Source: an optimization exercise on an open RTL-to-GDS flow (aim: a short achievable clock period and few clock cycles). Production flows keep margins and buffers that such runs may drop.
RTL that was checked went through simulation tests only; none was proved equivalent to the original.
For run 6, only the layout was checked, not whether the RTL still works.
Power is estimated from default activity; no workload was simulated.

`design/flow/constraint.sdc`:
```
create_clock -name core_clock -period 7.0 [get_ports {clk}]
set_input_delay 1.4000 -clock core_clock [delete_from_list [all_inputs] [get_ports {clk}]]
set_output_delay 1.4000 -clock core_clock [all_outputs]
set_load 0.01 [all_outputs]
```
`design/flow/config.mk`:
```
export PLATFORM = sky130hd
export DESIGN_NAME = cpu_top
export DESIGN_NICKNAME = cpu_top
export VERILOG_FILES = /design/flow/design.v
export SDC_FILE = /design/flow/constraint.sdc
export NUM_CORES = 4
export LEC_CHECK = 0
export ABC_CLOCK_PERIOD_IN_PS = 1500
export CAP_MARGIN = 20
export CORE_MARGIN = 2
export CORE_UTILIZATION = 40
export SETUP_SLACK_MARGIN = 4.6
export SLEW_MARGIN = 20
```
`design/flow/design.v`:
```
`timescale 1ns/1ps
module fetch_decode #(
	parameter logic [31:0] RESET_PC = '0,
	parameter int DEPTH = 4,
	parameter int PW = 2,
	parameter int PREF = 3,
	parameter bit BYPASS = 1'b1,
	localparam int IW = 12 + 3 + 7 + 7 + 7 + 16
) (
	input logic clk,
	input logic rst_n,
	output logic fetch_ok,
	output logic fetch_pref,
	output logic [31:0] fetch_addr,
	input logic fetch_start,
	input logic fw_valid,
	input logic [31:0] fw_data,
	output logic cand_valid,
	output logic [IW-1:0] cand,
	output logic ir_valid,
	output logic [IW-1:0] ir,
	input logic issue
);
	localparam int CAP = DEPTH + 1;
	logic [31:0] pc;
	logic [CAP-1:0] cred;
	logic stop;
	logic [PW:0] cnt;
	logic [PW-1:0] rp, wp;
	logic [IW-1:0] bw [DEPTH];
	logic [IW-1:0] fw_pd;
	logic take;
	logic from_buf;
	function automatic logic [7:1] onehot(input logic [2:0] r);
		for (int i = 1; i < 8; i++)
			onehot[i] = (r == 3'(i));
	endfunction
	function automatic logic [IW-1:0] predecode(input logic [31:0] w);
		logic [3:0] op;
		logic [2:0] rd;
		logic is_alu, is_sub, is_addi, is_ld, is_st, is_halt, writes;
		op = w[31:28];
		rd = w[26:24];
		is_alu = (op <= 4'h4);
		is_sub = (op == 4'h1);
		is_addi = (op == 4'h5);
		is_ld = (op == 4'h6) && (rd != 3'd0);
		is_st = (op == 4'h7);
		is_halt = (op == 4'hf);
		writes = (is_alu || is_addi || is_ld) && (rd != 3'd0);
		predecode = {
			is_ld || is_st,                          
			is_halt,                                 
			is_st,                                   
			is_ld,                                   
			writes,                                  
			is_alu || is_st,                         
			is_alu || is_addi || is_ld || is_st,     
			is_alu,                                  
			(op == 4'h4),                            
			(op == 4'h3),                            
			(op == 4'h2),                            
			is_sub,                                  
			rd, onehot(w[22:20]), onehot(w[18:16]),
			writes ? onehot(rd) : 7'd0, w[15:0]};
	endfunction
	assign fw_pd = predecode(fw_data);
	assign fetch_addr = pc;
	assign fetch_ok = cred[0] && !stop;
	assign fetch_pref = cred[PREF-1];
	assign from_buf = (cnt != '0);
	assign cand_valid = from_buf || (BYPASS && fw_valid);
	assign cand = (!BYPASS || from_buf) ? bw[rp] : fw_pd;
	assign take = issue || !ir_valid;
	always_ff @(posedge clk) begin
		if (!rst_n) begin
			pc <= RESET_PC;
			cred <= '1;
			stop <= 1'b0;
			cnt <= '0;
			rp <= '0;
			wp <= '0;
			ir_valid <= 1'b0;
		end else begin
			if (fetch_start)
				pc <= pc + 32'd4;
			if (fetch_start && !issue)
				cred <= {1'b0, cred[CAP-1:1]};
			else if (!fetch_start && issue)
				cred <= {cred[CAP-2:0], 1'b1};
			if (fw_valid && fw_data[31:28] == 4'hf)
				stop <= 1'b1;
			if (fw_valid)
				wp <= (wp == PW'(DEPTH - 1)) ? '0 : wp + 1'b1;
			if (take && cand_valid)
				rp <= (rp == PW'(DEPTH - 1)) ? '0 : rp + 1'b1;
			if (take && cand_valid && !fw_valid)
				cnt <= cnt - 1'b1;
			else if (!(take && cand_valid) && fw_valid)
				cnt <= cnt + 1'b1;
			if (take)
				ir_valid <= cand_valid;
		end
	end
	always_ff @(posedge clk) begin
		if (fw_valid)
			bw[wp] <= fw_pd;
		if (take)
			ir <= cand;
	end
endmodule
`timescale 1ns/1ps
module execute_unit #(
	localparam int IW = 12 + 3 + 7 + 7 + 7 + 16
) (
	input logic clk,
	input logic rst_n,
	input logic cand_valid,
	input logic [IW-1:0] cand,
	input logic ir_valid,
	input logic [IW-1:0] ir,
	output logic issue,
	output logic [7:1] rd_a_oh,
	output logic [7:1] rd_b_oh,
	input logic [31:0] rd_a_data,
	input logic [31:0] rd_b_data,
	output logic wb_we,
	output logic [2:0] wb_rd,
	output logic [31:0] wb_data,
	input logic ld_valid,
	input logic [2:0] ld_rd,
	output logic data_ok,
	output logic data_write,
	output logic [31:0] data_addr,
	output logic [31:0] data_wdata,
	output logic [2:0] data_rd,
	input logic data_start,
	output logic dq_empty,
	output logic [7:1] kill,
	output logic halt_done
);
	typedef struct packed {
		logic mem, halt, st, ld, wr, urb, ura, breg, is_xor, is_or, is_and, sub;
		logic [2:0] rd;
		logic [7:1] ra_oh, rb_oh, rd_oh;
		logic [15:0] imm;
	} inst_t;
	inst_t d, c;
	logic hz;
	logic halt_issued;
	logic [7:1] pend, pend_n;
	logic [7:1] bsy_n;
	logic room0, room1;
	logic h_stay, h_new0, h_new1;
	logic ex_valid;
	logic [31:0] ex_g, ex_p, ex_wd;
	logic ex_cin;
	logic ex_sel_and, ex_sel_or, ex_sel_xor;
	logic [2:0] ex_rd;
	logic [7:1] ex_rd_oh;
	logic ex_wr, ex_ld, ex_st, ex_halt;
	logic [31:0] carry;
	logic [31:0] res;
	logic wb_valid;
	logic [31:0] wb_g, wb_p, wb_c;
	logic wb_sel_and, wb_sel_or, wb_sel_xor;
	logic [31:0] wb_wd;
	logic [7:1] wb_rd_oh;
	logic wb_wr, wb_ld, wb_st, wb_halt;
	logic wb_dead, wb_dead_now;
	logic [7:0] kill8;
	logic dq_occ1, dq_occ2;
	logic dq_rp, dq_wp;
	logic dq_w [2];
	logic dq_dead [2];
	logic skip;
	logic [31:0] dq_a [2];
	logic [31:0] dq_d [2];
	logic [2:0] dq_r [2];
	logic push;
	logic wb_mem_n;
	logic [31:0] op_b;
	assign d = inst_t'(ir);
	assign c = inst_t'(cand);
	assign rd_a_oh = d.ra_oh;
	assign rd_b_oh = d.rb_oh;
	assign issue = ir_valid && !hz && !halt_issued;
	assign kill = {7{issue && d.wr}} & d.rd_oh;
	assign kill8 = {kill, 1'b0};
	assign wb_dead_now = wb_dead || kill8[wb_rd];
	always_comb begin
		for (int i = 1; i < 8; i++)
			pend_n[i] = (pend[i] || (wb_valid && wb_ld && wb_rd_oh[i])) &&
				!(ld_valid && ld_rd == 3'(i));
	end
	assign bsy_n = ({7{ex_valid}} & ex_rd_oh) | pend_n;
	assign wb_mem_n = ex_valid && (ex_ld || ex_st);
	assign room0 = (!dq_occ1 && !(push && wb_mem_n)) ||
		(dq_occ1 && !dq_occ2 && !push && !wb_mem_n);
	assign room1 = !dq_occ1 && !push && !wb_mem_n;
	assign h_stay = (d.ura && |(d.ra_oh & bsy_n)) || (d.urb && |(d.rb_oh & bsy_n)) ||
		(d.mem && !room0);
	assign h_new0 = (c.ura && |(c.ra_oh & bsy_n)) || (c.urb && |(c.rb_oh & bsy_n)) ||
		(c.mem && !room0);
	assign h_new1 = h_new0 ||
		(c.ura && |(c.ra_oh & d.rd_oh)) || (c.urb && |(c.rb_oh & d.rd_oh)) ||
		(c.mem && d.mem && !room1);
	always_ff @(posedge clk) begin
		if (!rst_n) begin
			ex_valid <= 1'b0;
			wb_valid <= 1'b0;
			halt_issued <= 1'b0;
			halt_done <= 1'b0;
			hz <= 1'b0;
		end else begin
			ex_valid <= issue;
			wb_valid <= ex_valid;
			if (issue && d.halt)
				halt_issued <= 1'b1;
			if (wb_valid && wb_halt)
				halt_done <= 1'b1;
			hz <= issue ? h_new1 : (ir_valid ? h_stay : h_new0);
		end
	end
	assign op_b = d.breg ? (d.sub ? ~rd_b_data : rd_b_data) : {{16{d.imm[15]}}, d.imm};
	always_ff @(posedge clk) begin
		ex_g <= rd_a_data & op_b;
		ex_p <= rd_a_data ^ op_b;
		ex_cin <= d.sub;
		ex_wd <= rd_b_data;
		ex_sel_and <= d.is_and;
		ex_sel_or <= d.is_or;
		ex_sel_xor <= d.is_xor;
		ex_rd <= d.rd;
		ex_rd_oh <= d.rd_oh;
		ex_wr <= d.wr;
		ex_ld <= d.ld;
		ex_st <= d.st;
		ex_halt <= d.halt;
	end
	always_comb begin
		logic [31:0] gg, pp, gn, pn;
		gg = ex_g;
		pp = ex_p;
		gg[0] = ex_g[0] | (ex_p[0] & ex_cin);
		for (int sp = 1; sp < 32; sp = sp * 2) begin
			gn = gg;
			pn = pp;
			for (int i = sp; i < 32; i++) begin
				gn[i] = gg[i] | (pp[i] & gg[i - sp]);
				pn[i] = pp[i] & pp[i - sp];
			end
			gg = gn;
			pp = pn;
		end
		carry = {gg[30:0], ex_cin};
	end
	always_ff @(posedge clk) begin
		wb_g <= ex_g;
		wb_p <= ex_p;
		wb_c <= carry;
		wb_sel_and <= ex_sel_and;
		wb_sel_or <= ex_sel_or;
		wb_sel_xor <= ex_sel_xor;
		wb_wd <= ex_wd;
		wb_rd <= ex_rd;
		wb_rd_oh <= ex_rd_oh;
		wb_wr <= ex_wr;
		wb_ld <= ex_ld;
		wb_st <= ex_st;
		wb_halt <= ex_halt;
		wb_dead <= kill8[ex_rd];
	end
	always_comb begin
		if (wb_sel_and) res = wb_g;
		else if (wb_sel_or) res = wb_g | wb_p;
		else if (wb_sel_xor) res = wb_p;
		else res = wb_p ^ wb_c;
	end
	assign wb_data = res;
	assign wb_we = wb_valid && wb_wr && !wb_ld;
	always_ff @(posedge clk) begin
		if (!rst_n)
			pend <= '0;
		else
			for (int i = 1; i < 8; i++)
				pend[i] <= (pend[i] || (wb_valid && wb_ld && !wb_dead_now && wb_rd_oh[i])) &&
					!(ld_valid && ld_rd == 3'(i)) && !kill[i];
	end
	assign push = wb_valid && (wb_ld || wb_st);
	assign data_ok = dq_occ1 && !dq_dead[dq_rp];
	assign skip = dq_occ1 && dq_dead[dq_rp];
	assign dq_empty = !dq_occ1;
	assign data_write = dq_w[dq_rp];
	assign data_addr = dq_a[dq_rp];
	assign data_wdata = dq_d[dq_rp];
	assign data_rd = dq_r[dq_rp];
	always_ff @(posedge clk) begin
		if (!rst_n) begin
			dq_occ1 <= 1'b0;
			dq_occ2 <= 1'b0;
			dq_rp <= 1'b0;
			dq_wp <= 1'b0;
		end else begin
			if (push && !(data_start || skip)) begin
				dq_occ1 <= 1'b1;
				dq_occ2 <= dq_occ1;
			end else if (!push && (data_start || skip)) begin
				dq_occ1 <= dq_occ2;
				dq_occ2 <= 1'b0;
			end
			if (push)
				dq_wp <= !dq_wp;
			if (data_start || skip)
				dq_rp <= !dq_rp;
		end
	end
	always_ff @(posedge clk) begin
		for (int i = 0; i < 2; i++) begin
			if (push && dq_wp == 1'(i))
				dq_dead[i] <= wb_ld && wb_dead_now;
			else if (!dq_w[i] && kill8[dq_r[i]])
				dq_dead[i] <= 1'b1;
		end
	end
	always_ff @(posedge clk) begin
		if (push) begin
			dq_w[dq_wp] <= wb_st;
			dq_a[dq_wp] <= wb_data;
			dq_d[dq_wp] <= wb_wd;
			dq_r[dq_wp] <= wb_rd;
		end
	end
endmodule
`timescale 1ns/1ps
module reg_result (
	input logic clk,
	input logic rst_n,
	input logic [7:1] rd_a_oh,
	input logic [7:1] rd_b_oh,
	output logic [31:0] rd_a_data,
	output logic [31:0] rd_b_data,
	input logic ex_we,
	input logic [2:0] ex_rd,
	input logic [31:0] ex_data,
	input logic ld_we,
	input logic [2:0] ld_rd,
	input logic [31:0] ld_data
);
	logic [31:0] regs [1:7];
	logic [7:1] rv;
	always_comb begin
		rd_a_data = '0;
		rd_b_data = '0;
		for (int i = 1; i < 8; i++) begin
			rd_a_data = rd_a_data | (regs[i] & {32{rd_a_oh[i] && rv[i]}});
			rd_b_data = rd_b_data | (regs[i] & {32{rd_b_oh[i] && rv[i]}});
		end
	end
	for (genvar i = 1; i < 8; i++) begin : g_reg
		always_ff @(posedge clk) begin
			if (ld_we && ld_rd == 3'(i))
				regs[i] <= ld_data;
			else if (ex_we && ex_rd == 3'(i))
				regs[i] <= ex_data;
		end
		always_ff @(posedge clk) begin
			if (!rst_n)
				rv[i] <= 1'b0;
			else if ((ld_we && ld_rd == 3'(i)) || (ex_we && ex_rd == 3'(i)))
				rv[i] <= 1'b1;
		end
	end
endmodule
`timescale 1ns/1ps
module mem_bus_guard #(
	parameter bit FETCH_FIRST = 1'b1
) (
	input logic clk,
	input logic rst_n,
	input logic fetch_ok,
	input logic fetch_pref,
	input logic [31:0] fetch_addr,
	output logic fetch_start,
	input logic data_ok,
	input logic data_write,
	input logic [31:0] data_addr,
	input logic [31:0] data_wdata,
	input logic [2:0] data_rd,
	output logic data_start,
	input logic [7:1] kill,
	output logic rq_valid,
	output logic rq_fetch,
	output logic rq_dead,
	output logic [2:0] rq_rd,
	output logic [31:0] rq_data,
	output logic bus_free,
	output logic psel,
	output logic penable,
	output logic pwrite,
	output logic [31:0] paddr,
	output logic [31:0] pwdata,
	input logic [31:0] prdata,
	input logic pready
);
	logic done;
	logic free;
	logic start;
	logic pick_data;
	logic cur_fetch;
	logic cur_dead;
	logic [2:0] cur_rd;
	logic [7:0] kill8;
	assign kill8 = {kill, 1'b0};
	assign done = penable && pready;
	assign free = !psel || done;
	assign pick_data = FETCH_FIRST ? (data_ok && !(fetch_ok && fetch_pref)) : data_ok;
	assign start = free && (data_ok || fetch_ok);
	assign data_start = free && pick_data;
	assign fetch_start = free && !pick_data && fetch_ok;
	assign bus_free = free;
	always_ff @(posedge clk) begin
		if (!rst_n) begin
			psel <= 1'b0;
			penable <= 1'b0;
		end else if (start) begin
			psel <= 1'b1;
			penable <= 1'b0;
		end else if (done) begin
			psel <= 1'b0;
			penable <= 1'b0;
		end else if (psel) begin
			penable <= 1'b1;
		end
	end
	always_ff @(posedge clk) begin
		if (start) begin
			pwrite <= pick_data && data_write;
			paddr <= pick_data ? data_addr : fetch_addr;
			pwdata <= data_wdata;
			cur_fetch <= !pick_data;
			cur_rd <= data_rd;
		end
	end
	always_ff @(posedge clk) begin
		if (start)
			cur_dead <= pick_data && kill8[data_rd];
		else if (kill8[cur_rd])
			cur_dead <= 1'b1;
	end
	always_ff @(posedge clk) begin
		if (!rst_n)
			rq_valid <= 1'b0;
		else
			rq_valid <= done && !pwrite;
		rq_fetch <= cur_fetch;
		rq_dead <= cur_dead || kill8[cur_rd];
		rq_rd <= cur_rd;
		rq_data <= prdata;
	end
endmodule
`timescale 1ns/1ps
module cpu_top #(
	parameter logic [31:0] RESET_PC = 32'h0000_0000
) (
	input logic clk,
	input logic rst_n,
	output logic halted,
	output logic psel,
	output logic penable,
	output logic pwrite,
	output logic [31:0] paddr,
	output logic [31:0] pwdata,
	input logic [31:0] prdata,
	input logic pready
);
	logic fetch_ok;
	logic fetch_pref;
	logic [31:0] fetch_addr;
	logic fetch_start;
	logic data_ok;
	logic data_write;
	logic [31:0] data_addr;
	logic [31:0] data_wdata;
	logic [2:0] data_rd;
	logic data_start;
	logic rq_valid;
	logic rq_fetch;
	logic rq_dead;
	logic dq_empty;
	logic [7:1] kill;
	logic [2:0] rq_rd;
	logic [31:0] rq_data;
	logic bus_free;
	logic ir_valid;
	localparam int IW = 12 + 3 + 7 + 7 + 7 + 16;
	logic cand_valid;
	logic [IW-1:0] cand;
	logic [IW-1:0] ir;
	logic issue;
	logic [7:1] rd_a_oh, rd_b_oh;
	logic [31:0] rd_a_data, rd_b_data;
	logic wb_we;
	logic [2:0] wb_rd;
	logic [31:0] wb_data;
	logic halt_done;
	fetch_decode #(
		.RESET_PC(RESET_PC)
	) i_fetch_decode (
		.clk(clk),
		.rst_n(rst_n),
		.fetch_ok(fetch_ok),
		.fetch_pref(fetch_pref),
		.fetch_addr(fetch_addr),
		.fetch_start(fetch_start),
		.fw_valid(rq_valid && rq_fetch),
		.fw_data(rq_data),
		.cand_valid(cand_valid),
		.cand(cand),
		.ir_valid(ir_valid),
		.ir(ir),
		.issue(issue)
	);
	execute_unit i_execute_unit (
		.clk(clk),
		.rst_n(rst_n),
		.cand_valid(cand_valid),
		.cand(cand),
		.ir_valid(ir_valid),
		.ir(ir),
		.issue(issue),
		.rd_a_oh(rd_a_oh),
		.rd_b_oh(rd_b_oh),
		.rd_a_data(rd_a_data),
		.rd_b_data(rd_b_data),
		.wb_we(wb_we),
		.wb_rd(wb_rd),
		.wb_data(wb_data),
		.ld_valid(rq_valid && !rq_fetch && !rq_dead),
		.ld_rd(rq_rd),
		.data_ok(data_ok),
		.data_write(data_write),
		.data_addr(data_addr),
		.data_wdata(data_wdata),
		.data_rd(data_rd),
		.data_start(data_start),
		.dq_empty(dq_empty),
		.kill(kill),
		.halt_done(halt_done)
	);
	reg_result i_reg_result (
		.clk(clk),
		.rst_n(rst_n),
		.rd_a_oh(rd_a_oh),
		.rd_b_oh(rd_b_oh),
		.rd_a_data(rd_a_data),
		.rd_b_data(rd_b_data),
		.ex_we(wb_we),
		.ex_rd(wb_rd),
		.ex_data(wb_data),
		.ld_we(rq_valid && !rq_fetch && !rq_dead),
		.ld_rd(rq_rd),
		.ld_data(rq_data)
	);
	mem_bus_guard i_mem_bus_guard (
		.clk(clk),
		.rst_n(rst_n),
		.fetch_ok(fetch_ok),
		.fetch_pref(fetch_pref),
		.fetch_addr(fetch_addr),
		.fetch_start(fetch_start),
		.data_ok(data_ok),
		.data_write(data_write),
		.data_addr(data_addr),
		.data_wdata(data_wdata),
		.data_rd(data_rd),
		.data_start(data_start),
		.kill(kill),
		.rq_valid(rq_valid),
		.rq_fetch(rq_fetch),
		.rq_dead(rq_dead),
		.rq_rd(rq_rd),
		.rq_data(rq_data),
		.bus_free(bus_free),
		.psel(psel),
		.penable(penable),
		.pwrite(pwrite),
		.paddr(paddr),
		.pwdata(pwdata),
		.prdata(prdata),
		.pready(pready)
	);
	always_ff @(posedge clk) begin
		if (!rst_n)
			halted <= 1'b0;
		else if (halt_done && dq_empty && bus_free)
			halted <= 1'b1;
	end
endmodule
```
`design/flow/run.sh`:
```
#!/bin/bash
# synth_recipe.tcl (not shown) runs the flow's synth.tcl, then flattens the netlist and writes it again
# the make line also repeats each setting of config.mk as NAME=value (left out here)
make -C /OpenROAD-flow-scripts/flow DESIGN_CONFIG=/design/flow/config.mk WORK_HOME=/design/flow/orfs CLKGATE_MAP_FILE= SYNTH_SCRIPT=/design/flow/synth_recipe.tcl finish
```
==> notes.md, run 1 <==
status=finished clean; Yosys cell types=62; Via density=5.558; Critical-path top delay cell=edfxtp_1; final setup margin=4.318 ns; critical path depth=1; CP Data Arrival Time=1.28 ns; Bufs on Longest Clock Path=3; FMAX=372.8 MHz; PwrDens=359.5 nW/um^2; Top Metal Used=met4; normalized max-slew margin=0.3627; crit path cell chain=buf_2; Slew Limit Fails=0; register area share after synthesis=0.6799; largest net degree at the start of global routing=69; total CTS buffers=111; most frequent cells in the layout=692 x edfxtp_1, 502 x nand2_1, 351 x dfxtp_1; clk latency of the worst-skew pair=0.71 ns; H-tree levels=3; clk sinks=1063; r2r setup slk=4.42 ns; syn avg cell area=12.79 sq um; final WL=114500 um; pre-CTS WS=3.382 ns; worst setup path end=pwrite; die area=106300 sq um; CTS Hold Buffers Added=0; critical path peak fanout=2; worst vdd ir=0.2345 mV; post-route cell area=48560 sq um; EDFF count, synth=692; syn nets=3321; Pwr Total=17.46 mW; drt wl/cell=23.67 um; worst r2r dst=i_execute_unit.hz$_SDFF_PN0_; Final Cycle Share=0.3832; post-synthesis cell area=41490 sq um; via count=26890; setup total negative slack=0 ns; # DRC=0; clock transition at the registers of the reported paths=0.06 ns; critical path's top delay family=flip-flops; final hold vios=0; most common cell after layout, fill and taps aside=edfxtp_1; Initial DRT Pass Iterations=6; root buf cell=clkbuf_16; CP max stage delay=0.43 ns; Final HPWL DP=63010 um; Worst Hold Class=reg -> reg; initial antenna violation count=0; WS Path Type=reg -> out; Final ANT Viol Nets=0; RSZ-0062 raised after global routing=yes; CTS tree=yes; Worst Path Buf+Inv=1; crit path time final=2.682 ns; P&R area growth vs syn=17.04%; crit end category=primary output; DRT met1 WL=46190 um; initial DRC count=3027; Synth async-reset ratio=0; critical path startpoint=i_mem_bus_guard.pwrite$_DFFE_PP_; max-capacitance violation count=0; Post-synth top flop=edfxtp_1; flops & latches, synth=1063; worst r2r path cells=10; IO Count=103; WHS=0.3212 ns; Starting Density=0.4020; total leakage power=17.37 nW; worst-margin pin slew=0.9496 ns; Critical Path Source Type=flop; Mapped Cells=3244; nets=3433; DR WL met3=10870 um; GRT Overall Usage=0.2060; row cnt=118; vias in the first global route=26189; Critical R2R Launch=i_mem_bus_guard.rq_rd[1]$_DFF_P_; Die Ht=326.1 um; Layout Skew=0.03271 ns; Yosys warnings=7; met2 routed WL=52770 um; PortBufs=102; Post-DP Area=43980 sq um; layout cells sized above 1=0.1647; core area=103200 sq um; first-pass GRT wire length=165300 um; gr ovfl total=0; Placer Congestion=0.8291; die span in x=326.1 um; Worst Path Required=5.60 ns; Final setup viols=0
==> per-layer routing <==
layer,vias to the layer above,track usage
met5,-,0
li1,12143,-
met3,264,0.03885
met4,0,0.08756
met2,1354,0.3281
met1,13129,0.2759
==> cell usage after synthesis, types with 7 or more instances <==
cell type / number / share of area
a21o_1: 41 / 0.0074
ha_1: 41 / 0.012
dfxtp_1: 371 / 0.18
nor3_1: 15 / 0.0018
o21ai_1: 32 / 0.0039
or3_1: 9 / 0.0014
buf_2: 11 / 0.0013
nand2_1: 509 / 0.046
xnor2_1: 35 / 0.0074
inv_1: 90 / 0.0081
nand2b_1: 14 / 0.0021
nand3_1: 31 / 0.0037
mux2i_1: 50 / 0.012
and3_1: 17 / 0.0026
a21oi_1: 86 / 0.010
a31oi_1: 19 / 0.0029
mux2_2: 66 / 0.018
clkbuf_1: 174 / 0.016
nor2b_1: 40 / 0.0060
edfxtp_1: 692 / 0.50
and2_1: 20 / 0.0030
mux4_2: 54 / 0.029
xor2_1: 55 / 0.012
a22oi_1: 192 / 0.035
o21ai_0: 291 / 0.035
buf_4: 16 / 0.0029
a2111oi_0: 7 / 0.0015
buf_1: 14 / 0.0013
nor2_1: 95 / 0.0086
nand4_1: 68 / 0.010
a222oi_1: 15 / 0.0036
==> flip-flops by register name, summed over array words and instances, names as in the netlist, 30 cells and up, named ones only <==
name                     flops
i_execute_unit.dq_d         64
i_mem_bus_guard.paddr       32
i_fetch_decode.pc           30
i_execute_unit.wb_wd        32
i_reg_result.regs          224
i_execute_unit.wb_g         32
i_fetch_decode.ir           52
i_mem_bus_guard.pwdata      32
i_fetch_decode.bw          208
i_execute_unit.ex_g         32
i_execute_unit.dq_a         64
i_execute_unit.wb_c         32
i_execute_unit.ex_p         32
i_execute_unit.wb_p         32
i_execute_unit.ex_wd        32
i_mem_bus_guard.rq_data     32
==> cells by family (layout without fill, tap and decap cells) <==
| group | count (synthesis) | in the layout | synth area share |
|---|---|---|---|
| other | 0 | 4 | 0 |
| buffers and inverters | 306 | 515 | 0.02964 |
| AOI/OAI and AO/OA | 727 | 727 | 0.1086 |
| xor gates and xnor gates | 90 | 90 | 0.01900 |
| DFF | 1063 | 1063 | 0.6799 |
| muxes | 170 | 170 | 0.05929 |
| adders and majority gates | 42 | 42 | 0.01285 |
| and+or+nand+nor | 846 | 847 | 0.09074 |
==> area by class of cell <==
type,count,area [sq um]
diodes,4,10.01
clock buffers,174,3356
clock inverters,37,392.9
fillers,9067,54640
inverters,90,337.8
multi-input cells,1876,12490
flip-flops and latches,1063,28240
well taps,1380,1727
repair buffers,214,2001
==> where the power goes <==
part | leakage, nW | switching [mW] | total, mW | internal (mW)
clock network | 1.83 | 2.44 | 5.96 | 3.52
logic | 5.96 | 2.12 | 3.23 | 1.11
registers | 9.57 | 0.535 | 8.27 | 7.73
total | 17.4 | 5.09 | 17.5 | 12.4
==> worst min path at each step <==
stage                                           startpoint                               end  slack (ns)  cells past startpoint
final                      i_execute_unit.ex_wd[9]$_DFF_P_   i_execute_unit.wb_wd[9]$_DFF_P_        0.32                      0
after global routing      i_execute_unit.ex_wd[13]$_DFF_P_  i_execute_unit.wb_wd[13]$_DFF_P_        0.33                      0
after global placement     i_execute_unit.ex_g[31]$_DFF_P_   i_execute_unit.wb_g[31]$_DFF_P_        0.31                      0
after detailed placement  i_execute_unit.ex_sel_or$_DFF_P_  i_execute_unit.wb_sel_or$_DFF_P_        0.31                      0
after floorplan            i_execute_unit.ex_g[31]$_DFF_P_   i_execute_unit.wb_g[31]$_DFF_P_        0.31                      0
after CTS                 i_execute_unit.ex_wd[20]$_DFF_P_  i_execute_unit.wb_wd[20]$_DFF_P_        0.32                      0
==> through the flow <==
stage | std cells | utilization
floorplan | 3244 | -
global placement | 4563 | 0.4262
detailed placement | 4563 | 0.4262
CTS | 4803 | 0.4658
global route | 4834 | 0.4704
finish | 4838 | 0.4705
==> what timing repair did <==
item | 4_1_cts | 5_1_grt
resized for setup | 352 | 51
setup endpoints to repair | 627 | 253
pin swaps | 28 | 20
gates cloned | 5 | 8
setup buffers | 24 | 23
Testbench counts, summed over its fixed seeds: cycles 129,700.
==> run 2: changes to the inputs <==
--- a/design/flow/design.v
+++ b/design/flow/design.v
@@ -26,8 +26,8 @@
 	logic [CAP-1:0] cred;
 	logic stop;
 	logic [PW:0] cnt;
-	logic [PW-1:0] rp, wp;
 	logic [IW-1:0] bw [DEPTH];
+	logic shift;
 	logic [IW-1:0] fw_pd;
 	logic take;
 	logic from_buf;
@@ -70,7 +70,7 @@
 	assign fetch_pref = cred[PREF-1];
 	assign from_buf = (cnt != '0);
 	assign cand_valid = from_buf || (BYPASS && fw_valid);
-	assign cand = (!BYPASS || from_buf) ? bw[rp] : fw_pd;
+	assign cand = (!BYPASS || from_buf) ? bw[0] : fw_pd;
 	assign take = issue || !ir_valid;
 	always_ff @(posedge clk) begin
 		if (!rst_n) begin
@@ -78,8 +78,6 @@
 			cred <= '1;
 			stop <= 1'b0;
 			cnt <= '0;
-			rp <= '0;
-			wp <= '0;
 			ir_valid <= 1'b0;
 		end else begin
 			if (fetch_start)
@@ -90,21 +88,26 @@
 				cred <= {cred[CAP-2:0], 1'b1};
 			if (fw_valid && fw_data[31:28] == 4'hf)
 				stop <= 1'b1;
-			if (fw_valid)
-				wp <= (wp == PW'(DEPTH - 1)) ? '0 : wp + 1'b1;
-			if (take && cand_valid)
-				rp <= (rp == PW'(DEPTH - 1)) ? '0 : rp + 1'b1;
-			if (take && cand_valid && !fw_valid)
+			if (shift && !fw_valid)
 				cnt <= cnt - 1'b1;
-			else if (!(take && cand_valid) && fw_valid)
+			else if (fw_valid && !take)
 				cnt <= cnt + 1'b1;
 			if (take)
 				ir_valid <= cand_valid;
 		end
 	end
+	assign shift = take && from_buf;
 	always_ff @(posedge clk) begin
-		if (fw_valid)
-			bw[wp] <= fw_pd;
+		for (int i = 0; i < DEPTH; i++) begin
+			if (shift) begin
+				if (fw_valid && cnt == (PW+1)'(i + 1))
+					bw[i] <= fw_pd;
+				else if (i < DEPTH - 1)
+					bw[i] <= bw[(i < DEPTH - 1) ? i + 1 : i];
+			end else if (fw_valid && cnt == (PW+1)'(i)) begin
+				bw[i] <= fw_pd;
+			end
+		end
 		if (take)
 			ir <= cand;
 	end
@@ -433,11 +436,25 @@
 			penable <= 1'b1;
 		end
 	end
+	logic hold_write;
+	logic [31:0] hold_addr;
+	logic [31:0] hold_wdata;
+	logic [31:0] next_addr;
+	logic next_write;
+	assign next_addr = pick_data ? data_addr : fetch_addr;
+	assign next_write = pick_data && data_write;
+	always_ff @(posedge clk) begin
+		if (start || !psel) begin
+			hold_write <= next_write;
+			hold_addr <= next_addr;
+			hold_wdata <= data_wdata;
+		end
+		pwrite <= start ? next_write : hold_write;
+		paddr <= start ? next_addr : hold_addr;
+		pwdata <= start ? data_wdata : hold_wdata;
+	end
 	always_ff @(posedge clk) begin
 		if (start) begin
-			pwrite <= pick_data && data_write;
-			paddr <= pick_data ? data_addr : fetch_addr;
-			pwdata <= data_wdata;
 			cur_fetch <= !pick_data;
 			cur_rd <= data_rd;
 		end
--- a/design/flow/config.mk
+++ b/design/flow/config.mk
@@ -9,5 +9,7 @@
 export CAP_MARGIN = 20
 export CORE_MARGIN = 2
 export CORE_UTILIZATION = 40
+export CTS_CLUSTER_DIAMETER = 80
+export CTS_CLUSTER_SIZE = 24
 export SETUP_SLACK_MARGIN = 4.6
 export SLEW_MARGIN = 20
==> run 2 against run 1 <==
The layout now fails its checks (antenna violations). Worst setup slack gained 0.12 ns. Register-to-register slack gained 0.20 ns. Wire length grew 5.4%. Sequential cell count grew 59. Hold slack lost 0.011 ns. Non-clock buffer count shrank 4. Clock power shrank 35%. Die area grew 6.6%. Sequential share of layout area shrank 1.0 points.
==> notes.md, run 2 <==
status=finished with violations; Violated Checks=antenna violations; row cnt=122; GRT Overall Usage=0.2087; worst vdd ir=0.3403 mV; critical path's top delay family=flip-flops; drt wl/cell=23.54 um; Critical-path top delay cell=dfxtp_4; Top Registers=i_reg_result.regs (224), i_fetch_decode.bw (208); clock transition at the registers of the reported paths=0.09 ns; Hold Path Depth=0; via count=28703; PortBufs=102; M3 GR Usage=0.03658; crit path cell chain=buf_6; nets=3659; root buf cell=clkbuf_16; final WL=120700 um; final setup margin=4.441 ns; largest area contributor in the netlist=edfxtp_1; critical path depth=1; gr ovfl total=0; core area=110200 sq um; fin util=0.4516; Synth async-reset ratio=0; Slew Limit Fails=0; clk sinks=1122; setup total negative slack=0 ns; register area share after synthesis=0.6407; worst r2r path cells=6; P_int=13.04 mW; pre-CTS WS=2.739 ns; Placer Congestion=0.8003; Yosys top cell area share=0.3991; Initial DRT Pass Iterations=6; main combinational cell family by area after synthesis=compound AO/OA/AOI/OAI gates; Layout Skew=0.02778 ns; H-tree levels=2; Sw Share=0.3372; CTS tree=yes; P&R area growth vs syn=12.49%; Final Cycle Share=0.3656; Synth top cells by count=588 x edfxtp_1, 534 x dfxtp_1, 381 x nand2_1; WHS=0.3098 ns; WS Path Type=reg -> out; Final HPWL DP=69500 um; # DRC=0; vias in the first global route=27808; most common cell after layout, fill and taps aside=edfxtp_1; Via density=5.599; Worst Hold Class=reg -> reg; final hold vios=0; crit end category=primary output; most frequent cells in the layout=588 x edfxtp_1, 473 x dfxtp_1, 369 x nand2_1; Most flops, register=i_reg_result.regs; Simple-Gate Fraction of Synth Area=0.08040; Critical Path Source Type=flop; RSZ-0062 raised after global routing=yes; total CTS buffers=57; initial antenna violation count=5; crit path time final=2.559 ns; CP max stage delay=0.36 ns; Worst Path Required=5.60 ns; PwrDens=395.4 nW/um^2; die area=113300 sq um; post-synthesis cell area=44240 sq um; Final setup viols=0; met1 usage in global routing=0.2790; worst-margin pin slew=0.9947 ns; critical path peak fanout=3; max reg flops=224; global-route track usage on met2=0.3455; combinational share of power=0.309; grt peak-use layer=met2; Adder-Cell Fraction of Synth Area=0.01160; XOR/XNOR Fraction of Synth Area=0.01821; Post-synth top flop=edfxtp_1; die span in x=336.6 um; syn nets=3607; IO Count=103; most frequent cell after synthesis=edfxtp_1; FMAX=390.7 MHz; multiplexer share of the synthesized area=0.1063; EDFF count, synth=588; Yosys warnings=8; CTS Hold Buffers Added=0; layout filler cell count=10021; total leakage power=18.34 nW; Clock Power Share=0.196; part of the power in registers=0.495; Synth area leaders=edfxtp_1 40%, dfxtp_1 24%, mux2_2 9.1%; normalized max-slew margin=0.3369; Bufs on Longest Clock Path=3; Mapped Cells=3531; max-capacitance violation count=0; largest net degree at the start of global routing=82; Worst Path Buf+Inv=1; Die Ht=336.6 um; compound-cell area share of the yosys netlist=0.1134; flops & latches, synth=1122; Starting Density=0.4014; first-pass GRT wire length=178600 um; Final ANT Viol Nets=1; initial DRC count=2756; layout cells sized above 1=0.2200; clk latency of the worst-skew pair=0.70 ns; Yosys cell types=73; syn avg cell area=12.53 sq um; Switch Pwr=6.635 mW; CP Data Arrival Time=1.16 ns
run 2: cell type report:
class / instances / area (sq um) / area share
clock inverters: 15 / 176.4 / 0.003545
diodes: 6 / 15.01 / 0.0003017
inverters: 106 / 424.2 / 0.008523
flip-flops and latches: 1122 / 28430 / 0.5713
repair buffers: 210 / 1921 / 0.03859
repair inverters: 2 / 27.53 / 0.0005531
multi-input cells: 2084 / 15270 / 0.3068
well taps: 1488 / 1862 / 0.03741
clock buffers: 93 / 1645 / 0.03306
run 2: final timing paths:
check	from	to	slack, ns
hold / removal	i_execute_unit.ex_wd[9]$_DFF_P_	i_execute_unit.wb_wd[9]$_DFF_P_	0.31
setup / recovery	i_mem_bus_guard.penable$_SDFFE_PP0P_	penable	4.44
hold reg to reg	i_execute_unit.ex_wd[9]$_DFF_P_	i_execute_unit.wb_wd[9]$_DFF_P_	0.31
setup reg to reg	i_mem_bus_guard.rq_valid$_SDFF_PN0_	i_reg_result.regs[5][9]$_DFFE_PP_	4.62
run 2: cell families (layout without fill, tap and decap cells):
kind of cell    after synthesis  after routing
flops                      1122           1122
simple gates                767            773
compound gates              757            759
mux                         419            419
buf+inv                     333            426
xor+xnor                     92             92
fa+ha+maj                    41             41
other cells                   0              6
run 2: through the flow:
stage / total power, mW / instances / area [sq um]
after floorplan: 13.51 / 3531 / 44480
after CTS: 19.58 / 5095 / 49290
after global routing: 20.72 / 5120 / 49750
final: 19.68 / 5126 / 49770
after global placement: 15.28 / 4954 / 47000
after detailed placement: 15.44 / 4954 / 47020
run 2: layer usage:
metal / vias to the layer above / wire length [um]
li1: 13097 / -
met1: 14313 / 50810
met2: 1089 / 57160
met3: 204 / 8976
met4: 0 / 3716
met5: - / 0
run 2: repair_timing:
item	CTS	global route
pin swaps	13	16
gates resized for setup	411	65
buffers inserted	25	23
setup endpoints to repair	1072	542
gates cloned	8	2
run 2: power groups by stage:
stage          Combinational, mW  Clock [mW]  Sequential [mW]
6_report                    6.08        3.86             9.74
5_1_grt                     6.65        4.20             9.87
4_1_cts                     5.89        3.98             9.71
3_5_place_dp                5.59           0             9.85
3_3_place_gp                5.45           0             9.82
2_1_floorplan               3.98           0             9.52
Testbench counts of run 2, summed over its fixed seeds: cycles 129,700.
==> run 3: changes to the inputs <==
--- a/design/flow/config.mk
+++ b/design/flow/config.mk
@@ -9,7 +9,5 @@
 export CAP_MARGIN = 20
 export CORE_MARGIN = 2
 export CORE_UTILIZATION = 40
-export CTS_CLUSTER_DIAMETER = 80
-export CTS_CLUSTER_SIZE = 24
 export SETUP_SLACK_MARGIN = 4.6
 export SLEW_MARGIN = 20
==> run 3 against run 2 <==
The run now finishes clean. Final area is 4.2% higher. Register-to-register slack worse by 0.03 ns. Non-clock buffer count up 3. Critical path type unchanged. Count of clock-buffer cells in the layout up 87. Fmax about the same.
==> notes.md, run 3 <==
status=finished clean; Layout Skew=0.03184 ns; PortBufs=102; drt wl/cell=23.16 um; syn avg cell area=12.53 sq um; core area=110200 sq um; Min-Delay Startpoint=i_execute_unit.ex_wd[15]$_DFF_P_; Post-synth top flop=edfxtp_1; P&R area growth vs syn=17.25%; FMAX=390.9 MHz; syn nets=3607; clk sinks=1122; Post-DP Area=47020 sq um; Yosys cell types=73; vias in the first global route=28380; worst vdd ir=0.5239 mV; via count=29088; initial antenna violation count=4; PwrDens=426.5 nW/um^2; Critical R2R Launch=i_mem_bus_guard.rq_fetch$_DFF_P_; Placer Congestion=0.8003; pre-CTS WS=2.739 ns; initial DRC count=2698; EDFF count, synth=588; root buf cell=clkbuf_16; most frequent cells in the layout=588 x edfxtp_1, 481 x dfxtp_1, 369 x nand2_1; largest area contributor in the netlist=edfxtp_1; most frequent cell after synthesis=edfxtp_1; Final setup viols=0; post-route cell area=51870 sq um; max reg flops=224; CTS Hold Buffers Added=0; WS Path Type=reg -> out; worst-margin pin slew=0.9823 ns; clk latency of the worst-skew pair=0.72 ns; final setup margin=4.442 ns; total CTS buffers=118; Yosys top cell area share=0.3991; Hold Path Depth=0; register area share after synthesis=0.6407; # DRC=0; Worst Hold Class=reg -> reg; CP Data Arrival Time=1.16 ns; max-capacitance violation count=0; Synth top cells by count=588 x edfxtp_1, 534 x dfxtp_1, 381 x nand2_1; nets=3723; layout cells sized above 1=0.2393; setup total negative slack=0 ns; Slew Limit Fails=0; CTS tree=yes; Worst Path Buf+Inv=1; Bufs on Longest Clock Path=3; H-tree levels=3; die span in x=336.6 um; Synth area leaders=edfxtp_1 40%, dfxtp_1 24%, mux2_2 9.1%; GRT Overall Usage=0.2112; Most flops, register=i_reg_result.regs; Pwr Total=22.12 mW; Top Registers=i_reg_result.regs (224), i_fetch_decode.bw (208); Final Cycle Share=0.3654; IO Count=103; Critical-path top delay cell=dfxtp_4; Via density=5.548; RSZ-0062 raised after global routing=yes; clock transition at the registers of the reported paths=0.06 ns; Synth async-reset ratio=0; worst r2r path cells=8; CP max stage delay=0.35 ns; r2r setup slk=4.59 ns; normalized max-slew margin=0.3451; gr ovfl total=0; total leakage power=19.43 nW; Critical Path Source Type=flop; critical path peak fanout=2; largest net degree at the start of global routing=82; crit path cell chain=buf_6; die area=113300 sq um; Starting Density=0.4014; Yosys warnings=8; final hold vios=0; Final ANT Viol Nets=0; flops & latches, synth=1122; worst r2r dst=i_execute_unit.hz$_SDFF_PN0_; Hold Path Sink=i_execute_unit.wb_wd[15]$_DFF_P_; post-synthesis cell area=44240 sq um; Die Ht=336.6 um; final WL=121400 um; Initial DRT Pass Iterations=6; most common cell after layout, fill and taps aside=edfxtp_1; row cnt=122; Mapped Cells=3531; crit end category=primary output; Worst Path Required=5.60 ns; critical path's top delay family=flip-flops; Final HPWL DP=69500 um; crit path time final=2.558 ns; first-pass GRT wire length=180700 um
==> run 3: worst max-delay path by stage <==
stage	from	to	slack, ns	cells past startpoint
floorplan	i_execute_unit.wb_valid$_SDFF_PN0_	i_reg_result.regs[2][0]$_DFFE_PP_	4.05	4
global placement	pready	i_mem_bus_guard.hold_wdata[4]$_DFFE_PP_	2.74	5
detailed placement	pready	i_mem_bus_guard.hold_wdata[4]$_DFFE_PP_	2.74	5
CTS	i_mem_bus_guard.penable$_SDFFE_PP0P_	penable	4.38	1
global route	i_mem_bus_guard.rq_fetch$_DFF_P_	i_execute_unit.hz$_SDFF_PN0_	4.38	8
finish	i_mem_bus_guard.psel$_SDFFE_PN0P_	psel	4.44	1
==> run 3: layer usage <==
layer / track usage / vias to the layer above / wire length (um)
met4: 0.07618 / 0 / 3975
met3: 0.03882 / 224 / 9263
met1: 0.2796 / 14394 / 50900
met5: 0 / - / 0
met2: 0.3463 / 1154 / 57310
li1: - / 13316 / -
==> run 3: cell type report <==
type,count,area (sq um)
multi-input combinational,2084,15220
timing repair inverter,2,27.53
fill,9819,58340
timing repair buffer,213,1902
clock inverter,46,437.9
clock buffer,180,3575
tap,1488,1862
inverter,106,424.2
antenna,2,5.005
sequential,1122,28420
==> run 3: through the flow <==
step / util / hold WS (ns) / cells
4_1_cts: 0.4666 / 0.3233 / 5214
5_1_grt: 0.4706 / 0.3219 / 5241
3_3_place_gp: 0.4265 / 0.3101 / 4954
6_report: 0.4707 / 0.3178 / 5243
2_1_floorplan: - / 0.3096 / 3531
3_5_place_dp: 0.4266 / 0.3121 / 4954
==> run 3: where the power goes <==
part / internal (mW) / leakage (nW) / switching (mW)
clock network: 3.72 / 1.98 / 2.63
logic: 2.39 / 7.38 / 3.64
registers: 8.94 / 10.1 / 0.807
==> run 3: logic make-up after synthesis <==
kind of cell	Yosys count	share of synthesized area
buffers and inverters	333	0.02930
xor gates and xnor gates	92	0.01821
DFF	1122	0.6407
adders and majority gates	41	0.01159
and+or+nand+nor	767	0.08040
muxes	419	0.1063
AOI/OAI and AO/OA	757	0.1134
==> run 3: what timing repair did <==
action	CTS	global route
endpoints found under the setup margin	1079	462
setup buffers	26	25
hold endpoints to repair	0	0
pin swaps	12	16
cloned	8	2
gates resized for setup	396	61
==> run 4: changes to the inputs <==
--- a/design/flow/config.mk
+++ b/design/flow/config.mk
@@ -8,6 +8,6 @@
 export ABC_CLOCK_PERIOD_IN_PS = 1500
 export CAP_MARGIN = 20
 export CORE_MARGIN = 2
-export CORE_UTILIZATION = 40
-export SETUP_SLACK_MARGIN = 4.6
+export CORE_UTILIZATION = 65
+export SETUP_SLACK_MARGIN = 4.7
 export SLEW_MARGIN = 20
==> run 4 against run 3 <==
Still clean. Synthesized cell count unchanged. Count of clock-buffer cells in the layout is 7 lower. Via count rose by 5.4%. Non-clock buffer count grew 15. Wire length grew 4.0%. Global-route usage grew 14 points. Largest power group unchanged. Highest routed layer is now met5.
==> notes.md, run 4 <==
Layout Skew=0.02223 ns; via count=30662; Worst Path Required=5.60 ns; grt peak-use layer=met2; Critical-path top delay cell=dfxtp_4; post-synthesis cell area=44240 sq um; register area share after synthesis=0.6407; post-route cell area=51410 sq um; final hold vios=0; footprint of the multi-input gates=15430 sq um; Switch Pwr=7.289 mW; CTS tree=yes; EDFF count, synth=588; WS Path Type=reg -> out; total leakage power=19.56 nW; Final ANT Viol Nets=0; normalized max-slew margin=0.2188; P_int=15.10 mW; Synth async-reset ratio=0; most frequent cell after synthesis=edfxtp_1; Yosys top cell area share=0.3991; max reg flops=224; global-route track usage on met2=0.5683; critical path's top delay family=flip-flops; largest area contributor in the netlist=edfxtp_1; Bufs on Longest Clock Path=3; nets=3734; Mapped Cells=3531; Critical Path Source Type=flop; row cnt=95; largest net degree at the start of global routing=84; die span in x=264.9 um; M3 GR Usage=0.06893; PwrDens=435.6 nW/um^2; crit end category=primary output; Final Cycle Share=0.3611; Initial DRT Pass Iterations=9; Final HPWL DP=70170 um; initial DRC count=3812; drt wl/cell=27.29 um; CTS Hold Buffers Added=0; Most flops, register=i_reg_result.regs; Slew Limit Fails=0; crit path time final=2.528 ns; CP max stage delay=0.35 ns; gr ovfl total=0; die area=70170 sq um; PortBufs=102; clock transition at the registers of the reported paths=0.06 ns; clk latency of the worst-skew pair=0.67 ns; first-pass GRT wire length=184200 um; core area=67280 sq um; Die Ht=264.9 um; worst vdd ir=0.3595 mV; Clock Power Share=0.267; most frequent cells in the layout=588 x edfxtp_1, 477 x dfxtp_1, 372 x nand2_1; Top Registers=i_reg_result.regs (224), i_fetch_decode.bw (208); crit path cell chain=buf_6; Post-DP Area=46070 sq um; Yosys warnings=8; # DRC=0; Final setup viols=0; worst-margin pin slew=1.172 ns; initial antenna violation count=5; IO Count=103; final WL=126300 um; met1 usage in global routing=0.4506; critical path peak fanout=2; combinational share of power=0.295; H-tree levels=3; Via density=6.624; Yosys cell types=73; Synth area leaders=edfxtp_1 40%, dfxtp_1 24%, mux2_2 9.1%; flops & latches, synth=1122; CP Data Arrival Time=1.13 ns; Post-synth top flop=edfxtp_1; Placer Congestion=0.8769; setup total negative slack=0 ns; Reg area=28440 sq um; part of the power in registers=0.438; clk sinks=1122; RSZ-0062 raised after global routing=yes; max-capacitance violation count=0; most common cell after layout, fill and taps aside=edfxtp_1; Synth top cells by count=588 x edfxtp_1, 534 x dfxtp_1, 381 x nand2_1; Worst Path Buf+Inv=1; status=finished clean; syn nets=3607; layout cells sized above 1=0.2501; Worst Hold Class=reg -> reg; FMAX=395.6 MHz; Sw Share=0.3255; Starting Density=0.6576; P&R area growth vs syn=16.20%; total CTS buffers=110; GRT Overall Usage=0.3486; layout filler cell count=4175; syn avg cell area=12.53 sq um; vias in the first global route=30390; root buf cell=clkbuf_16
## run 4: worst register-to-register path: stages, from the launching register on
cell,delay [ns]
dfxtp_1,0.54
and2_2,0.71
a22oi_1,0.21
nand4_1,0.19
xor2_1,0.08
mux2_2,0.31
ha_1,0.29
## run 4: through the flow
| step | total power, mW | instances | utilization | hold slack [ns] | setup slack, ns |
|---|---|---|---|---|---|
| floorplan | 13.52 | 3531 | - | 0.3096 | 4.139 |
| global placement | 15.12 | 4319 | 0.6847 | 0.3111 | 3.160 |
| detailed placement | 15.44 | 4319 | 0.6848 | 0.3121 | 3.114 |
| CTS | 21.90 | 4585 | 0.7526 | 0.3260 | 4.451 |
| global route | 23.23 | 4628 | 0.7641 | 0.3293 | 4.447 |
| finish | 22.39 | 4629 | 0.7641 | 0.3264 | 4.472 |
## run 4: cell type report
| cell class | count | share of cell area |
|---|---|---|
| inverters | 106 | 0.008299 |
| repair inverters | 2 | 0.0006328 |
| clock buffers | 173 | 0.06527 |
| flip-flops and latches | 1122 | 0.5531 |
| diodes | 1 | 0.00004868 |
| multi-input cells | 2088 | 0.3002 |
| repair buffers | 228 | 0.04420 |
| well taps | 873 | 0.02125 |
| clock inverters | 36 | 0.007009 |
## run 4: power by group through the flow
stage | combinational (mW) | clock [mW] | sequential, mW
after detailed placement | 5.58 | 0 | 9.86
after CTS | 6.15 | 6.01 | 9.74
after global placement | 5.33 | 0 | 9.79
final | 6.61 | 5.98 | 9.81
after floorplan | 4.00 | 0 | 9.52
after global routing | 7.06 | 6.27 | 9.91
## run 4: logic make-up after synthesis
logic type | count (synthesis) | synth area share
mux | 419 | 0.1063
buf+inv | 333 | 0.02930
simple gates | 767 | 0.08040
fa+ha+maj | 41 | 0.01159
xor+xnor | 92 | 0.01821
compound gates | 757 | 0.1134
flops | 1122 | 0.6407
## run 4: metal layers
| layer | routed length, um | share of wire | vias to the layer above |
|---|---|---|---|
| met1 | 47120 | 0.37 | 14990 |
| li1 | - | - | 13335 |
| met3 | 13070 | 0.10 | 427 |
| met5 | 13 | 0.00010 | - |
| met2 | 59120 | 0.47 | 1908 |
| met4 | 6987 | 0.055 | 2 |
## run 4: timing repair
action                                  in CTS  in global routing
resized for setup                          439                 93
buffers inserted                            46                 34
pin swaps                                   32                 69
endpoints found under the hold margin        0                  0
gates cloned                                11                  9
endpoints found under the setup margin    1163                420
## run 4: final timing paths
path / endpoint / start / slack (ns) / cells past startpoint
setup reg to reg: i_execute_unit.ex_p[9]$_DFF_P_ / i_reg_result.rv[7]$_SDFFE_PN0P_ / 4.58 / 6
hold reg to reg: i_execute_unit.wb_wd[10]$_DFF_P_ / i_execute_unit.ex_wd[10]$_DFF_P_ / 0.33 / 0
hold / removal: i_execute_unit.wb_wd[10]$_DFF_P_ / i_execute_unit.ex_wd[10]$_DFF_P_ / 0.33 / 0
setup / recovery: penable / i_mem_bus_guard.penable$_SDFFE_PP0P_ / 4.47 / 1
==> run 5: changes to the inputs <==
--- a/design/flow/design.v
+++ b/design/flow/design.v
@@ -19,7 +19,8 @@
 	output logic [IW-1:0] cand,
 	output logic ir_valid,
 	output logic [IW-1:0] ir,
-	input logic issue
+	input logic issue,
+	output logic [7:1] kill_f
 );
 	localparam int CAP = DEPTH + 1;
 	logic [31:0] pc;
@@ -64,7 +65,18 @@
 			rd, onehot(w[22:20]), onehot(w[18:16]),
 			writes ? onehot(rd) : 7'd0, w[15:0]};
 	endfunction
+	function automatic logic [7:1] reads(input logic [IW-1:0] x);
+		reads = (x[45] ? x[36:30] : 7'd0) | (x[46] ? x[29:23] : 7'd0);
+	endfunction
+	logic [7:1] rd_any;
 	assign fw_pd = predecode(fw_data);
+	always_comb begin
+		rd_any = ir_valid ? reads(ir) : 7'd0;
+		for (int i = 0; i < DEPTH; i++)
+			if (cnt > (PW+1)'(i))
+				rd_any = rd_any | reads(bw[i]);
+	end
+	assign kill_f = {7{fw_valid && fw_pd[47]}} & fw_pd[22:16] & ~rd_any & ~reads(fw_pd);
 	assign fetch_addr = pc;
 	assign fetch_ok = cred[0] && !stop;
 	assign fetch_pref = cred[PREF-1];
@@ -119,6 +131,7 @@
 	input logic clk,
 	input logic rst_n,
 	input logic cand_valid,
+	input logic [7:1] kill_f,
 	input logic [IW-1:0] cand,
 	input logic ir_valid,
 	input logic [IW-1:0] ir,
@@ -188,7 +201,7 @@
 	assign rd_a_oh = d.ra_oh;
 	assign rd_b_oh = d.rb_oh;
 	assign issue = ir_valid && !hz && !halt_issued;
-	assign kill = {7{issue && d.wr}} & d.rd_oh;
+	assign kill = ({7{issue && d.wr}} & d.rd_oh) | kill_f;
 	assign kill8 = {kill, 1'b0};
 	assign wb_dead_now = wb_dead || kill8[wb_rd];
 	always_comb begin
@@ -506,6 +519,7 @@
 	logic rq_dead;
 	logic dq_empty;
 	logic [7:1] kill;
+	logic [7:1] kill_f;
 	logic [2:0] rq_rd;
 	logic [31:0] rq_data;
 	logic bus_free;
@@ -536,12 +550,14 @@
 		.cand(cand),
 		.ir_valid(ir_valid),
 		.ir(ir),
-		.issue(issue)
+		.issue(issue),
+		.kill_f(kill_f)
 	);
 	execute_unit i_execute_unit (
 		.clk(clk),
 		.rst_n(rst_n),
 		.cand_valid(cand_valid),
+		.kill_f(kill_f),
 		.cand(cand),
 		.ir_valid(ir_valid),
 		.ir(ir),
--- a/design/flow/config.mk
+++ b/design/flow/config.mk
@@ -8,6 +8,6 @@
 export ABC_CLOCK_PERIOD_IN_PS = 1500
 export CAP_MARGIN = 20
 export CORE_MARGIN = 2
-export CORE_UTILIZATION = 65
-export SETUP_SLACK_MARGIN = 4.7
+export CORE_UTILIZATION = 40
+export SETUP_SLACK_MARGIN = 4.6
 export SLEW_MARGIN = 20
==> run 5 against run 4 <==
Still clean. Synthesized area grew 1.2%. Fmax shrank 8.0%. Register-to-register slack lost 0.33 ns. Count of clock-buffer cells in the layout grew 11. Sequential power is essentially flat. Worst setup slack lost 0.22 ns. First-iteration DRC count shrank 21%. Total power grew 3.3%. Final area grew 4.5%. Non-clock buffer count grew 40. Cell count grew 15%.
==> notes.md, run 5 <==
status=finished clean; die area=114600 sq um; Yosys top cell area share=0.3945; placed instance count=5008; Initial DRT Pass Iterations=8; Critical-path top delay cell=mux4_2; Mapped Cells=3604; CP max stage delay=0.46 ns; post-synthesis cell area=44760 sq um; Post-synth top flop=edfxtp_1; Critical Path Source Type=flop; via count=30699; Worst Path Buf+Inv=1; syn avg cell area=12.42 sq um; Final setup viols=0; Worst Path Required=7.54 ns; clk latency of the worst-skew pair=0.71 ns; Synth top cells by count=588 x edfxtp_1, 534 x dfxtp_1, 362 x mux2_2; setup total negative slack=0 ns; die span in x=338.5 um; crit path time final=2.746 ns; Final Cycle Share=0.3923; syn nets=3680; H-tree levels=3; Layout Skew=0.03017 ns; gr ovfl total=0; max-capacitance violation count=0; critical path peak fanout=8; clock transition at the registers of the reported paths=0.06 ns; critical path's top delay family=compound AO/OA/AOI/OAI gates; P&R area growth vs syn=20.07%; flops & latches, synth=1122; clk sinks=1122; normalized max-slew margin=0.3514; PortBufs=102; Via density=5.743; post-route cell area=53740 sq um; CP Data Arrival Time=3.29 ns; core area=110800 sq um; Post-DP Area=47780 sq um; Reg area=28470 sq um; max reg flops=224; row cnt=122; layout cells sized above 1=0.2650; Yosys warnings=8; CTS Hold Buffers Added=0; Yosys cell types=86; layout filler cell count=9796; RSZ-0062 raised after global routing=yes; Non-Filler Instances=5345; WS Path Type=reg -> reg; most frequent cells in the layout=588 x edfxtp_1, 471 x dfxtp_1, 322 x nand2_1; Top Registers=i_reg_result.regs (224), i_fetch_decode.bw (208); vias in the first global route=30095; CTS tree=yes; crit end category=flop; Slew Limit Fails=0; most frequent cell after synthesis=edfxtp_1; nets=3829; largest area contributor in the netlist=edfxtp_1; register area share after synthesis=0.6333; final WL=133000 um; initial antenna violation count=2; Synth area leaders=edfxtp_1 39%, dfxtp_1 24%, mux2_2 9.1%; worst-margin pin slew=0.9729 ns; IO Count=103; total leakage power=20.02 nW; # DRC=0; Bufs on Longest Clock Path=3; Final ANT Viol Nets=0; root buf cell=clkbuf_16; footprint of the multi-input gates=16600 sq um; worst vdd ir=0.3000 mV; crit path cell chain=inv_6 -> ha_4 -> o21bai_4 -> and2_4 -> o22ai_2 -> or3_4 -> o41a_4 -> mux4_2 -> a21o_1 -> o21ai_1; largest net degree at the start of global routing=69; Placer Congestion=0.8646; drt wl/cell=24.88 um; GRT Overall Usage=0.2237; Worst Hold Class=reg -> reg; most common cell after layout, fill and taps aside=edfxtp_1; Die Ht=338.5 um; Final HPWL DP=74280 um; fin util=0.4849; Most flops, register=i_reg_result.regs; EDFF count, synth=588; final hold vios=0; Starting Density=0.4039; PwrDens=430.3 nW/um^2; initial DRC count=3013; total CTS buffers=115; FMAX=364.1 MHz; Synth async-reset ratio=0; first-pass GRT wire length=194500 um
[run 5: cell types whose count changed after synthesis, moves of 9 or more]
cell / previous run / this run
nor3_1: 6 / 15
a22o_1: 1 / 15
o21ai_0: 205 / 158
a222oi_1: 45 / 7
buf_2: 6 / 16
inv_1: 104 / 24
a22oi_1: 252 / 227
o22ai_1: 15 / 114
mux2i_1: 56 / 43
mux2_1: 0 / 15
a21oi_1: 123 / 173
nand2_1: 381 / 334
nor2_1: 134 / 185
nand2b_1: 12 / 44
[run 5: kinds of logic (layout without fill, tap and decap cells)]
logic type / after synthesis / count (layout) / share of synthesized area
compound gates: 827 / 830 / 0.1197
xor+xnor: 94 / 94 / 0.01839
fa+ha+maj: 41 / 41 / 0.01146
buf+inv: 273 / 520 / 0.02376
flops: 1122 / 1122 / 0.6333
mux: 426 / 426 / 0.1075
other cells: 0 / 1 / 0
simple gates: 821 / 823 / 0.08582
[run 5: cell type report]
class                           instances  share of cell area
Clock buffer                          184             0.06640
Tap cell                             1488             0.03465
Clock inverter                         36            0.005658
Timing Repair inverter                  4           0.0006519
Timing Repair Buffer                  268             0.05078
Multi-Input combinational cell       2214              0.3089
Inverter                               28            0.003073
Antenna cell                            1          0.00004657
Sequential cell                      1122              0.5298
[run 5: repair_timing]
action | CTS | global route
setup buffers | 63 | 32
setup endpoints to repair | 1031 | 432
gates cloned | 16 | 5
pin swaps | 34 | 30
gates resized for setup | 494 | 92
[run 5: layer usage]
layer  GRT usage  routed length, um
met1      0.2854              53180
met2      0.3710              62720
met3     0.03965              10840
met4      0.1010               6211
met5           0                  0
[run 5: through the flow]
stage          power [mW]  hold slack [ns]  setup slack [ns]
5_1_grt             24.18           0.3279             4.143
2_1_floorplan       14.03           0.3096             4.201
4_1_cts             22.86           0.3231             4.279
3_3_place_gp        15.90           0.3116             2.948
3_5_place_dp        16.07           0.3120             2.914
6_report            23.12           0.3239             4.254
[run 5: final timing paths]
path / start / endpoint / slack [ns] / cells past startpoint
max: i_fetch_decode.cnt[1]$_SDFFE_PN0P_ / i_mem_bus_guard.cur_dead$_SDFFCE_PN1P_ / 4.25 / 10
min: i_execute_unit.ex_wd[11]$_DFF_P_ / i_execute_unit.wb_wd[11]$_DFF_P_ / 0.32 / 0
max reg2reg: i_fetch_decode.cnt[1]$_SDFFE_PN0P_ / i_mem_bus_guard.cur_dead$_SDFFCE_PN1P_ / 4.25 / 10
min reg2reg: i_execute_unit.ex_wd[11]$_DFF_P_ / i_execute_unit.wb_wd[11]$_DFF_P_ / 0.32 / 0
[run 5: worst register-to-register path, delay by kind of cell, from the launching register on]
| kind | cells | cell delay (ns) |
|---|---|---|
| buf+inv | 1 | 0.09 |
| fa+ha+maj | 1 | 0.13 |
| simple gates | 2 | 0.60 |
| compound gates | 5 | 0.91 |
| mux | 1 | 0.46 |
| flops | 1 | 0.38 |
[run 5: power by group]
part	internal, mW	total, mW	switching, mW
registers	9.02	10.1	1.04
clock network	3.60	6.21	2.61
logic	2.95	6.85	3.91
total	15.6	23.1	7.56
Testbench counts of run 5, summed over its fixed seeds: cycles 128,659.
==> run 6: changes to the inputs <==
--- a/design/flow/design.v
+++ b/design/flow/design.v
@@ -76,7 +76,12 @@
 			if (cnt > (PW+1)'(i))
 				rd_any = rd_any | reads(bw[i]);
 	end
-	assign kill_f = {7{fw_valid && fw_pd[47]}} & fw_pd[22:16] & ~rd_any & ~reads(fw_pd);
+	always_ff @(posedge clk) begin
+		if (!rst_n)
+			kill_f <= '0;
+		else
+			kill_f <= {7{fw_valid && fw_pd[47]}} & fw_pd[22:16] & ~rd_any & ~reads(fw_pd);
+	end
 	assign fetch_addr = pc;
 	assign fetch_ok = cred[0] && !stop;
 	assign fetch_pref = cred[PREF-1];
@@ -175,10 +180,14 @@
 	logic [2:0] ex_rd;
 	logic [7:1] ex_rd_oh;
 	logic ex_wr, ex_ld, ex_st, ex_halt;
+	logic [31:0] g16;
+	logic [31:16] p16;
 	logic [31:0] carry;
 	logic [31:0] res;
 	logic wb_valid;
-	logic [31:0] wb_g, wb_p, wb_c;
+	logic [31:0] wb_g, wb_p, wb_g16;
+	logic [31:16] wb_p16;
+	logic wb_cin;
 	logic wb_sel_and, wb_sel_or, wb_sel_xor;
 	logic [31:0] wb_wd;
 	logic [7:1] wb_rd_oh;
@@ -259,7 +268,7 @@
 		gg = ex_g;
 		pp = ex_p;
 		gg[0] = ex_g[0] | (ex_p[0] & ex_cin);
-		for (int sp = 1; sp < 32; sp = sp * 2) begin
+		for (int sp = 1; sp < 16; sp = sp * 2) begin
 			gn = gg;
 			pn = pp;
 			for (int i = sp; i < 32; i++) begin
@@ -269,12 +278,15 @@
 			gg = gn;
 			pp = pn;
 		end
-		carry = {gg[30:0], ex_cin};
+		g16 = gg;
+		p16 = pp[31:16];
 	end
 	always_ff @(posedge clk) begin
 		wb_g <= ex_g;
 		wb_p <= ex_p;
-		wb_c <= carry;
+		wb_g16 <= g16;
+		wb_p16 <= p16;
+		wb_cin <= ex_cin;
 		wb_sel_and <= ex_sel_and;
 		wb_sel_or <= ex_sel_or;
 		wb_sel_xor <= ex_sel_xor;
@@ -288,10 +300,17 @@
 		wb_dead <= kill8[ex_rd];
 	end
 	always_comb begin
+		logic [31:0] g32;
+		g32 = wb_g16;
+		for (int i = 16; i < 32; i++)
+			g32[i] = wb_g16[i] | (wb_p16[i] & wb_g16[i - 16]);
+		carry = {g32[30:0], wb_cin};
+	end
+	always_comb begin
 		if (wb_sel_and) res = wb_g;
 		else if (wb_sel_or) res = wb_g | wb_p;
 		else if (wb_sel_xor) res = wb_p;
-		else res = wb_p ^ wb_c;
+		else res = wb_p ^ carry;
 	end
 	assign wb_data = res;
 	assign wb_we = wb_valid && wb_wr && !wb_ld;
==> run 6 against run 5 <==
Synthesized cell count rose by 5.5%. Worst setup slack better by 0.077 ns. Sequential cell count grew 22. First-iteration DRC count grew 19%. Fmax up 2.9%. Count of clock-buffer cells in the layout down 13. Die area grew 2.0%. Global-route usage up 0.37 points. Final area grew 0.31%. Critical endpoint is now i_execute_unit.hz$_SDFF_PN0_. Largest cell class unchanged. Largest power group unchanged.
==> notes.md, run 6 <==
Final setup viols=0; Yosys warnings=8; Slew Limit Fails=0; status=finished clean; Final HPWL DP=79460 um; final WL=135800 um; FMAX=374.6 MHz; row cnt=123; clk sinks=1144; die span in x=341.9 um; Layout Skew=0.03075 ns; Critical-path top delay cell=or4b_4; syn nets=3877; critical path peak fanout=4; EDFF count, synth=588; Most flops, register=i_reg_result.regs; Initial DRT Pass Iterations=6; post-synthesis cell area=45660 sq um; CTS tree=yes; Final Cycle Share=0.3814; clock transition at the registers of the reported paths=0.06 ns; Synth area leaders=edfxtp_1 39%, dfxtp_1 24%, mux2_2 8.5%; PortBufs=102; PwrDens=431.0 nW/um^2; total CTS buffers=119; via count=31819; Adder-Cell Fraction of Synth Area=0.01123; GRT Overall Usage=0.2274; Worst Path Required=7.59 ns; core area=112800 sq um; IO Count=103; largest area contributor in the netlist=edfxtp_1; gr ovfl total=0; max reg flops=224; most frequent cells in the layout=588 x edfxtp_1, 508 x dfxtp_1, 431 x nand2_1; Top Registers=i_reg_result.regs (224), i_fetch_decode.bw (208); most frequent cell after synthesis=edfxtp_1; worst-margin pin slew=1.119 ns; Yosys top cell area share=0.3867; Synth async-reset ratio=0; syn avg cell area=12.01 sq um; CP max stage delay=0.55 ns; initial antenna violation count=5; normalized max-slew margin=0.2533; Placer Congestion=0.9010; layout cells sized above 1=0.2283; CTS Hold Buffers Added=0; Via density=5.758; CP Data Arrival Time=3.26 ns
run 6: cell count changes in the layout (fill, tap and decap cells not counted), moves of 22 or more:
cell	delta
nand4_1	-22
dfxtp_1	+37
o21ai_0	+90
o22ai_1	-83
nand2b_1	-31
a22oi_1	+29
nand2_1	+109
mux2_4	-65
mux2_2	+46
inv_1	+79
a222oi_1	+58
run 6: report_power, final:
group / total [mW] / leakage, nW / switching (mW) / internal [mW]
Sequential: 10.2 / 10.2 / 1.04 / 9.13
Clock: 6.35 / 1.97 / 2.69 / 3.67
Combinational: 6.72 / 8.10 / 3.91 / 2.81
run 6: worst max-delay path, delay by kind of cell, from the launching register on:
kind / cells / cell delay [ns]
flip-flops: 1 / 0.36
AO/OA/AOI/OAI: 5 / 1.21
AND/OR/NAND/NOR: 2 / 0.96
run 6: path summary, 6_finish.rpt:
check | startpoint | endpoint | slack, ns | cells after the start
setup reg to reg | i_mem_bus_guard.rq_rd[2]$_DFF_P_ | i_execute_unit.hz$_SDFF_PN0_ | 4.33 | 7
setup / recovery | i_mem_bus_guard.rq_rd[2]$_DFF_P_ | i_execute_unit.hz$_SDFF_PN0_ | 4.33 | 7
hold / removal | i_execute_unit.ex_wd[27]$_DFF_P_ | i_execute_unit.wb_wd[27]$_DFF_P_ | 0.33 | 0
hold reg to reg | i_execute_unit.ex_wd[27]$_DFF_P_ | i_execute_unit.wb_wd[27]$_DFF_P_ | 0.33 | 0
run 6: logic make-up after synthesis:
| group | after synthesis |
|---|---|
| XOR/XNOR | 86 |
| AO/OA/AOI/OAI | 910 |
| adder cells (fa/ha/maj) | 41 |
| multiplexers | 393 |
| flip-flops | 1144 |
| AND/OR/NAND/NOR | 870 |
| buffers and inverters | 357 |
run 6: per-stage QoR:
step | cells | cell area, sq um | hold WS (ns) | util
2_1_floorplan | 3801 | 45910 | 0.3096 | -
3_3_place_gp | 5214 | 48440 | 0.3114 | 0.4294
4_1_cts | 5502 | 53420 | 0.3256 | 0.4735
6_report | 5526 | 53910 | 0.3252 | 0.4779
5_1_grt | 5526 | 53910 | 0.3312 | 0.4779
3_5_place_dp | 5215 | 48450 | 0.3121 | 0.4295
run 6: layer usage:
layer | track usage | vias up | part of all wire
met1 | 0.3146 | 15612 | 0.42
met3 | 0.03601 | 337 | 0.084
met4 | 0.1033 | 0 | 0.049
met5 | 0 | - | 0
met2 | 0.3514 | 1536 | 0.45
li1 | - | 14334 | -
run 6: final cells by class:
class | instances | area [sq um] | share of cell area
Sequential cell | 1144 | 28870 | 0.5355
Multi-Input combinational cell | 2306 | 16250 | 0.3015
Clock buffer | 171 | 3457 | 0.06413
Timing Repair Buffer | 248 | 2494 | 0.04626
Tap cell | 1500 | 1877 | 0.03481
Clock inverter | 54 | 545.5 | 0.01012
Inverter | 101 | 399.1 | 0.007404
Timing Repair inverter | 2 | 17.52 | 0.0003249
run 6: what timing repair did:
action | in CTS | in global routing
gates resized for setup | 436 | 73
buffers inserted | 45 | 21
pin swaps | 31 | 21
endpoints found under the setup margin | 928 | 465
cloned | 17 | 3

Setup slack of run 6, layout unchanged: 4.330 ns with ideal ports, 4.330 ns with driving cells assumed (clock clkbuf_16, inputs buf_2), 3.926 ns with port delays also shifted by the 0.784 ns mid clock arrival.
